Background: an optimization exercise with open tools, aiming at a short achievable clock period and few clock cycles. Do not read the settings as production practice. The RTL was checked by simulation tests, not by an equivalence proof against the original design. Power and IR drop assume default switching activity.

==> design/flow/design.v <==
package cpu_isa_pkg;
  typedef enum logic [3:0] {
    NOP  = 4'h0,
    ADD  = 4'h1,
    SUB  = 4'h2,
    AND  = 4'h3,
    OR   = 4'h4,
    XOR  = 4'h5,
    LDI  = 4'h6,
    JMP  = 4'h7,
    JZ   = 4'h8,
    JNZ  = 4'h9,
    LD   = 4'ha,
    ST   = 4'hb,
    HALT = 4'hf
  } opcode_e;
  typedef enum logic [2:0] {
    ALU_ADD = 3'd0,
    ALU_SUB = 3'd1,
    ALU_AND = 3'd2,
    ALU_OR  = 3'd3,
    ALU_XOR = 3'd4,
    ALU_IMM = 3'd5
  } alu_op_e;
  typedef enum logic {
    SRC_ALU = 1'b0,
    SRC_BUS = 1'b1
  } wb_src_e;
  typedef struct packed {
    opcode_e               opcode;
    logic [4-1:0] rd;
    logic [4-1:0] ra;
    logic [4-1:0] rb;
  } instr_t;
  typedef struct packed {
    logic    reg_we;
    wb_src_e wb_src;
    alu_op_e alu_op;
    logic    flag_load;
    logic    fetch_en;
    logic    branch_take;
    logic    bus_start;
    logic    bus_we;
  } ctrl_t;
endpackage
package cpu_bus_pkg;
  typedef struct packed {
    logic                  cyc;
    logic                  stb;
    logic                  we;
    logic [16-1:0] adr;
    logic [16-1:0] dat;
  } wb_req_t;
  typedef struct packed {
    logic                   ack;
    logic [16-1:0] dat;
  } wb_rsp_t;
endpackage
module cpu_fetch
(
  input  logic                   clk,
  input  logic                   reset,
  input  logic                   fetch_en,
  input  logic                   branch_take,
  input  logic [16-1:0] instr_word,
  output logic [10-1:0]   iaddr,
  output logic [16-1:0] instr_o
);
  cpu_isa_pkg::instr_t instr;
  assign instr_o = instr;
  logic [10-1:0] pc;
  logic [10-1:0] pc_inc;
  logic [10-1:0] pc_target;
  logic [10-1:0] pc_nxt;
  cpu_isa_pkg::instr_t               ir;
  assign pc_inc = pc + 1'b1;
  assign pc_target = ir[10-1:0];
  always_comb
  begin
    pc_nxt = pc;
    if (fetch_en)
      pc_nxt = pc_inc;
    if (branch_take)
      pc_nxt = pc_target;
  end
  always_ff @(posedge clk or posedge reset)
  begin
    if (reset)
    begin
      pc <= '0;
      ir <= '0;
    end
    else
    begin
      pc <= pc_nxt;
      if (fetch_en)
        ir <= cpu_isa_pkg::instr_t'(instr_word);
    end
  end
  assign iaddr = pc;
  assign instr = ir;
endmodule
module cpu_regfile
(
  input  logic                   clk,
  input  logic                   reset,
  input  logic [16-1:0] instr_i,
  input  logic [10-1:0] ctrl_i,
  input  logic [16-1:0] alu_y,
  input  logic [16-1:0] rdata,
  output logic [16-1:0] rd1,
  output logic [16-1:0] rd2
);
  cpu_isa_pkg::instr_t instr;
  cpu_isa_pkg::ctrl_t ctrl;
  assign instr = instr_i;
  assign ctrl = ctrl_i;
  localparam int NREGS = 1 << 4;
  logic [16-1:0] regs [0:NREGS-1];
  logic [16-1:0] wdata;
  assign wdata = (ctrl.wb_src == cpu_isa_pkg::SRC_BUS) ? rdata : alu_y;
  always_ff @(posedge clk or posedge reset)
  begin
    if (reset)
    begin
      for (int i = 0; i < NREGS; i++)
        regs[i] <= '0;
    end
    else if (ctrl.reg_we && instr.rd != '0)
      regs[instr.rd] <= wdata;
  end
  assign rd1 = (instr.ra != '0) ? regs[instr.ra] : '0;
  assign rd2 = (instr.rb != '0) ? regs[instr.rb] : '0;
endmodule
module cpu_alu
(
  input  logic                   clk,
  input  logic                   reset,
  input  logic [16-1:0] instr_i,
  input  logic [10-1:0] ctrl_i,
  input  logic [16-1:0] a,
  input  logic [16-1:0] b,
  output logic [16-1:0] y,
  output logic                   zero
);
  cpu_isa_pkg::instr_t instr;
  cpu_isa_pkg::ctrl_t ctrl;
  assign instr = instr_i;
  assign ctrl = ctrl_i;
  logic [7:0]             imm;
  logic [16-1:0] imm_ext;
  assign imm     = {instr.ra, instr.rb};
  assign imm_ext = {{(16-8){imm[7]}}, imm};
  always_comb
  begin
    unique case (ctrl.alu_op)
      cpu_isa_pkg::ALU_ADD:
        y = a + b;
      cpu_isa_pkg::ALU_SUB:
        y = a - b;
      cpu_isa_pkg::ALU_AND:
        y = a & b;
      cpu_isa_pkg::ALU_OR:
        y = a | b;
      cpu_isa_pkg::ALU_XOR:
        y = a ^ b;
      cpu_isa_pkg::ALU_IMM:
        y = imm_ext;
      default:
        y = '0;
    endcase
  end
  always_ff @(posedge clk or posedge reset)
  begin
    if (reset)
      zero <= 1'b0;
    else if (ctrl.flag_load)
      zero <= (y == '0);
  end
endmodule
module cpu_io_master
(
  input  logic                   clk,
  input  logic                   reset,
  input  logic [10-1:0] ctrl_i,
  input  logic [16-1:0]  adr,
  input  logic [16-1:0] wdata,
  input  logic [(1 + 16)-1:0] wb_rsp_i,
  output logic [(3 + 16 + 16)-1:0] wb_req_o,
  output logic [16-1:0] rdata,
  output logic                   bus_done
);
  cpu_isa_pkg::ctrl_t ctrl;
  cpu_bus_pkg::wb_rsp_t wb_rsp;
  cpu_bus_pkg::wb_req_t wb_req;
  assign ctrl = ctrl_i;
  assign wb_rsp = wb_rsp_i;
  assign wb_req_o = wb_req;
  logic                   cyc_q;
  logic                   stb_q;
  logic                   we_q;
  logic                   done_q;
  logic [16-1:0]  adr_q;
  logic [16-1:0] dat_q;
  logic [16-1:0] rdata_q;
  logic                   ack_seen;
  assign ack_seen = cyc_q && wb_rsp.ack;
  always_ff @(posedge clk or posedge reset)
  begin
    if (reset)
    begin
      cyc_q  <= 1'b0;
      stb_q  <= 1'b0;
      we_q   <= 1'b0;
      done_q <= 1'b0;
    end
    else
    begin
      done_q <= ack_seen;
      if (ctrl.bus_start)
      begin
        cyc_q <= 1'b1;
        stb_q <= 1'b1;
        we_q  <= ctrl.bus_we;
      end
      else if (ack_seen)
      begin
        cyc_q <= 1'b0;
        stb_q <= 1'b0;
        we_q  <= 1'b0;
      end
    end
  end
  always_ff @(posedge clk)
  begin
    if (ctrl.bus_start)
    begin
      adr_q <= adr;
      dat_q <= wdata;
    end
    if (ack_seen && !we_q)
      rdata_q <= wb_rsp.dat;
  end
  assign wb_req = {cyc_q, stb_q, we_q, adr_q, dat_q};
  assign rdata    = rdata_q;
  assign bus_done = done_q;
endmodule
module cpu_control
(
  input  logic                clk,
  input  logic                reset,
  input  logic [16-1:0] instr_i,
  input  logic                zero,
  input  logic                bus_done,
  output logic [10-1:0] ctrl_o,
  output logic                halted
);
  cpu_isa_pkg::instr_t instr;
  cpu_isa_pkg::ctrl_t ctrl;
  assign instr = instr_i;
  assign ctrl_o = ctrl;
  typedef enum logic [1:0] {
    FETCH   = 2'd0,
    EXECUTE = 2'd1,
    BUS     = 2'd2,
    HALTED  = 2'd3
  } state_e;
  state_e  state;
  state_e  state_nxt;
  cpu_isa_pkg::alu_op_e alu_sel;
  always_comb
  begin
    case (instr.opcode)
      cpu_isa_pkg::SUB:
        alu_sel = cpu_isa_pkg::ALU_SUB;
      cpu_isa_pkg::AND:
        alu_sel = cpu_isa_pkg::ALU_AND;
      cpu_isa_pkg::OR:
        alu_sel = cpu_isa_pkg::ALU_OR;
      cpu_isa_pkg::XOR:
        alu_sel = cpu_isa_pkg::ALU_XOR;
      cpu_isa_pkg::LDI:
        alu_sel = cpu_isa_pkg::ALU_IMM;
      default:
        alu_sel = cpu_isa_pkg::ALU_ADD;
    endcase
  end
  always_comb
  begin
    ctrl.reg_we      = 1'b0;
    ctrl.wb_src      = cpu_isa_pkg::SRC_ALU;
    ctrl.alu_op      = alu_sel;
    ctrl.flag_load   = 1'b0;
    ctrl.fetch_en    = 1'b0;
    ctrl.branch_take = 1'b0;
    ctrl.bus_start   = 1'b0;
    ctrl.bus_we      = 1'b0;
    state_nxt        = state;
    case (state)
      FETCH:
      begin
        ctrl.fetch_en = 1'b1;
        state_nxt     = EXECUTE;
      end
      EXECUTE:
      begin
        state_nxt = FETCH;
        case (instr.opcode)
          cpu_isa_pkg::ADD, cpu_isa_pkg::SUB, cpu_isa_pkg::AND, cpu_isa_pkg::OR, cpu_isa_pkg::XOR:
          begin
            ctrl.reg_we    = 1'b1;
            ctrl.flag_load = 1'b1;
          end
          cpu_isa_pkg::LDI:
            ctrl.reg_we = 1'b1;
          cpu_isa_pkg::JMP:
            ctrl.branch_take = 1'b1;
          cpu_isa_pkg::JZ:
            ctrl.branch_take = zero;
          cpu_isa_pkg::JNZ:
            ctrl.branch_take = !zero;
          cpu_isa_pkg::LD:
          begin
            ctrl.bus_start = 1'b1;
            state_nxt      = BUS;
          end
          cpu_isa_pkg::ST:
          begin
            ctrl.bus_start = 1'b1;
            ctrl.bus_we    = 1'b1;
            state_nxt      = BUS;
          end
          cpu_isa_pkg::HALT:
            state_nxt = HALTED;
          default:
            state_nxt = FETCH;
        endcase
      end
      BUS:
      begin
        if (bus_done)
        begin
          state_nxt = FETCH;
          if (instr.opcode == cpu_isa_pkg::LD)
          begin
            ctrl.reg_we = 1'b1;
            ctrl.wb_src = cpu_isa_pkg::SRC_BUS;
          end
        end
      end
      default:
        state_nxt = HALTED;
    endcase
  end
  always_ff @(posedge clk or posedge reset)
  begin
    if (reset)
      state <= FETCH;
    else
      state <= state_nxt;
  end
  assign halted = (state == HALTED);
endmodule
module cpu_top
(
  input  logic                   clk,
  input  logic                   reset,
  input  logic [16-1:0] instr_word,
  output logic [10-1:0]   iaddr,
  input  logic                   wb_ack_i,
  input  logic [16-1:0] wb_dat_i,
  output logic                   wb_cyc_o,
  output logic                   wb_stb_o,
  output logic                   wb_we_o,
  output logic [16-1:0]  wb_adr_o,
  output logic [16-1:0] wb_dat_o,
  output logic                   halted
);
  cpu_isa_pkg::ctrl_t                  ctrl;
  cpu_isa_pkg::instr_t                 instr;
  logic                   zero;
  logic                   bus_done;
  logic [16-1:0] rd1;
  logic [16-1:0] rd2;
  logic [16-1:0] alu_y;
  logic [16-1:0] rdata;
  cpu_bus_pkg::wb_rsp_t   wb_rsp;
  cpu_bus_pkg::wb_req_t   wb_req;
  assign wb_rsp   = {wb_ack_i, wb_dat_i};
  assign wb_cyc_o = wb_req.cyc;
  assign wb_stb_o = wb_req.stb;
  assign wb_we_o  = wb_req.we;
  assign wb_adr_o = wb_req.adr;
  assign wb_dat_o = wb_req.dat;
  cpu_control u_control (
    .clk      (clk),
    .reset    (reset),
    .instr_i  (instr),
    .zero     (zero),
    .bus_done (bus_done),
    .ctrl_o   (ctrl),
    .halted   (halted)
  );
  cpu_fetch u_fetch (
    .clk         (clk),
    .reset       (reset),
    .fetch_en    (ctrl.fetch_en),
    .branch_take (ctrl.branch_take),
    .instr_word  (instr_word),
    .iaddr       (iaddr),
    .instr_o     (instr)
  );
  cpu_regfile u_regfile (
    .clk   (clk),
    .reset (reset),
    .instr_i (instr),
    .ctrl_i (ctrl),
    .alu_y (alu_y),
    .rdata (rdata),
    .rd1   (rd1),
    .rd2   (rd2)
  );
  cpu_alu u_alu (
    .clk   (clk),
    .reset (reset),
    .instr_i (instr),
    .ctrl_i (ctrl),
    .a     (rd1),
    .b     (rd2),
    .y     (alu_y),
    .zero  (zero)
  );
  cpu_io_master u_io_master (
    .clk      (clk),
    .reset    (reset),
    .ctrl_i   (ctrl),
    .adr      (rd2),
    .wdata    (rd1),
    .wb_rsp_i (wb_rsp),
    .wb_req_o (wb_req),
    .rdata    (rdata),
    .bus_done (bus_done)
  );
endmodule
==> design/flow/run.sh <==
#!/bin/bash
# synth_recipe.tcl (not shown) runs the flow's synth.tcl, then flattens the netlist and writes it again
# the make line also repeats each setting of config.mk as NAME=value (left out here)
make -C /OpenROAD-flow-scripts/flow DESIGN_CONFIG=/design/flow/config.mk WORK_HOME=/design/flow/orfs CLKGATE_MAP_FILE= SYNTH_SCRIPT=/design/flow/synth_recipe.tcl finish
==> design/flow/config.mk <==
export PLATFORM = sky130hd
export DESIGN_NAME = cpu_top
export DESIGN_NICKNAME = cpu_top
export VERILOG_FILES = /design/flow/design.v
export SDC_FILE = /design/flow/constraint.sdc
export NUM_CORES = 4
export LEC_CHECK = 0
export CAP_MARGIN = 20
export CORE_MARGIN = 2
export CORE_UTILIZATION = 40
export SLEW_MARGIN = 20
==> design/flow/constraint.sdc <==
create_clock -name core_clock -period 7.0 [get_ports {clk}]
set_input_delay 1.4000 -clock core_clock [delete_from_list [all_inputs] [get_ports {clk}]]
set_output_delay 1.4000 -clock core_clock [all_outputs]
set_load 0.01 [all_outputs]
==> metrics.yaml <==
placed_cell_area_um2: 19200
finalSetupViolations: 0
fp.dieArea_um2: 45800
grt_usage_pct: 29.3
status: "timing/DRC/antenna clean"
antenna_found_initial: 2
ys_seq_elements: 320
power_density_nw_per_um2: 588
layout_commonest_cell: "dfrtp_1"
grt_overflow: 0
layout_setup_ws_ns: 0.987
dp_cells: 2402
layout-drive-gt1-share_pct: 14.9
hpwl_um: 45000
coreArea_um2: 43300
fin_cells: 2471
start_kind: "flop"
routed_wl_um: 67500
antenna_left: 0
async_flop_share_pct: 85.0
critPathArrivalTime_ns: 6.42
ys_top_cells_by_area: "dfrtp_1 39%, edfxtp_1 8.2%, o21ai_0 6.4%"
grt_max_degree: 170
drc_errors: 0
fmax_mhz: 166
clkTransAtPathRegs_ns: 0.06
clk_path_buf_depth: 3
clk_latency_ns: 0.57
initialDrtViolationCount: 1998
setup_tns_ns: 0
fp.dieH_um: 214
area_growth_pct: 16.6
cts_hold_buffers: 0
yosys_warnings: 6
synth.avg_cell_area_um2: 9.82
rsz0062_at_grt: "false"
cts_setup_buffers: 0
route.top_layer_used: "met4"
crit_fanout: 37
clock_skew_ns: 0.0124
design_area_um2: 20600
pre_cts_ws_ns: 1.14
max-cap-violations: 0
p_leak_nw: 8.78
hold_class: "flop to flop"
wl_met2_um: 29700
layout_common_cells: "268 x dfrtp_1, 255 x nand2_1, 223 x o21ai_0"
ir_drop_mv: 0.361
drv_slew: 0
syn_nets: 1884
synth.distinct_cells: 92
synth_area_leader_cell: "dfrtp_1"
drt_pass1_iterations: 9
cts_buffers: 38
grt_pass1_wl_um: 101000
finalPower_mw: 12.1
antennaDiodeCount: 0
cts-root-buf: "clkbuf_16"
first_global_vias: 15200
pin_count: 81
wl_met3_um: 6380
endpoint_kind: "flop"
critical_path_class: "flop to flop"
netlist_instances: 1795
port_buffers: 80
rows: 76
synth.cell_area_um2: 17600
tightest_slew_ns: 1.00
dieWidth_um: 214
wl_met1_um: 27300
vias: 15400
finalHoldViolCount: 0
htree_levels: 2
yosysSeqAreaShare_pct: 46.8
clock_sinks: 320
synth_flop_cell: "dfrtp_1"
slew_headroom_pct: 32.9
worstPathRequired_ns: 7.41
final_nets: 1946
post-route-period-util_pct: 85.9
synth_edf_count: 48
min_period_ns: 6.01
wl_per_cell_um: 27.3
start_util_pct: 40.8
cts_tree: "built"
synth_top_area_share_pct: 38.6
place_congestion: 0.933
post_cts_resize_count: 0
drt-vias-per-instance: 6.22
## layer usage
layer  global-route usage [%]  vias to the layer above
li1                         -                     6698
met1                     38.3                     7496
met2                     45.0                      901
met3                     6.31                      280
met4                     17.1                        0
met5                        0                        -
## per-stage QoR
stage          hold WS [ns]  utilization [%]
5_1_grt               0.544             47.5
3_5_place_dp          0.493             44.3
6_report              0.500             47.5
4_1_cts               0.506             47.5
3_3_place_gp          0.485             44.3
2_1_floorplan         0.463                -
## synth_stat cells (all sizes together) (3+ instances only)
library cell	instances
buf	36
o22ai	11
o31ai	18
o2111ai	3
nor2b	22
mux2i	37
or3	4
and3	10
a221oi	14
a221o	4
nand3b	4
nand2b	11
a311oi	3
nand2	263
nand4	22
o21ai	228
dfrtp	272
mux2	94
a222oi	21
a22o	16
a32oi	6
and2	9
nor3b	8
nor2	88
a21oi	57
nor3	26
xor2	9
edfxtp	48
inv	50
o311ai	3
ha	53
nor4	3
a22oi	115
nand3	37
a211oi	6
o2bb2ai	3
mux4	3
clkbuf	93
a31oi	10
a21o	5
o221ai	3
xnor2	28
a32o	3
o21a	5
## final cells by class
class	count	area, um2
inverters	50	191
fillers	4054	22700
clock inverters	18	231
flip-flops and latches	320	8250
well taps	585	732
clock buffers	51	1150
repair buffers	151	1370
multi-input cells	1296	8640
## kinds of logic after synthesis
family	Yosys count	share of synthesized area, %
buffers and inverters	179	4.68
adders and majority gates	54	3.87
AOI/OAI and AO/OA	550	20.7
muxes	134	8.49
DFF	320	46.8
and+or+nand+nor	521	13.7
xor gates and xnor gates	37	1.88
## state kept, by name, summed over array words and instances (netlist names)
| name | cells |
|---|---|
| u_io_master.cyc_q | 1 |
| u_regfile.regs | 240 |
| u_fetch.ir | 16 |
| u_control.state | 2 |
| u_io_master.adr_q | 16 |
| u_io_master.we_q | 1 |
| u_alu.zero | 1 |
| u_fetch.pc | 10 |
| u_io_master.rdata_q | 16 |
| u_io_master.done_q | 1 |
| u_io_master.dat_q | 16 |
## critical path, cell delays in order, from the launching register on
cell and delay, ns:
dfrtp_2 0.93, nor2b_2 0.66, a311oi_1 0.22, o221ai_2 0.49, inv_1 0.18, ha_1 0.31, mux2i_1 0.10, fa_1 0.49
a211oi_1 0.35, o21ai_0 0.20, a31oi_1 0.29, o21ai_0 0.16, xnor2_1 0.15, a222oi_1 0.63, nand2_1 0.10, o21ai_0 0.14
buf_4 0.28, o21ai_0 0.12
## power by group
group          internal [mW]  leakage, nW  switching, mW
sequential              2.51         4.11          0.776
clock                   1.34        0.679          0.841
combinational           2.25         3.99           4.36
## worst paths after layout
path / startpoint / end / slack, ns / depth (start not counted)
worst max-delay path: u_fetch.ir[3] / u_regfile.regs[8][10] / 0.99 / 17
worst min-delay path: u_regfile.regs[5][1] / u_regfile.regs[5][1] / 0.50 / 2
worst max register to register: u_fetch.ir[3] / u_regfile.regs[8][10] / 0.99 / 17
worst min register to register: u_regfile.regs[5][1] / u_regfile.regs[5][1] / 0.50 / 2
max in group asynchronous: reset / u_fetch.ir[1] / 4.31 / 3
min in group asynchronous: reset / u_regfile.regs[8][1] / 1.28 / 2
Testbench counts, summed over its fixed seeds: cycles 100,220.

[what the ideal ports hide]
No port has a modelled driver above. Below, the same layout with a new extraction and two added sets of constraints.
Step 1, drivers: a clkbuf_16 drives clk and a buf_2 each remaining input, both assumed.
Step 2 adds t to the input delays and takes it off the output delays; t is the mean of the earliest and latest rising clock arrival at the registers after step 1. Input paths then give back, and output paths get back, about the clock's delay inside the block.
a / b / c = ideal ports / drivers / drivers and shift; a / b = the first two.
t (ns): 0.625
setup slack, ns: 0.987 / 0.987 / 0.987
clock arrival spread, ns: 0.014 / 0.013
After both steps setup and hold are still met in this run. The setup slack of this run moves by 0.000 ns with the drivers and by 0.000 ns with both steps.
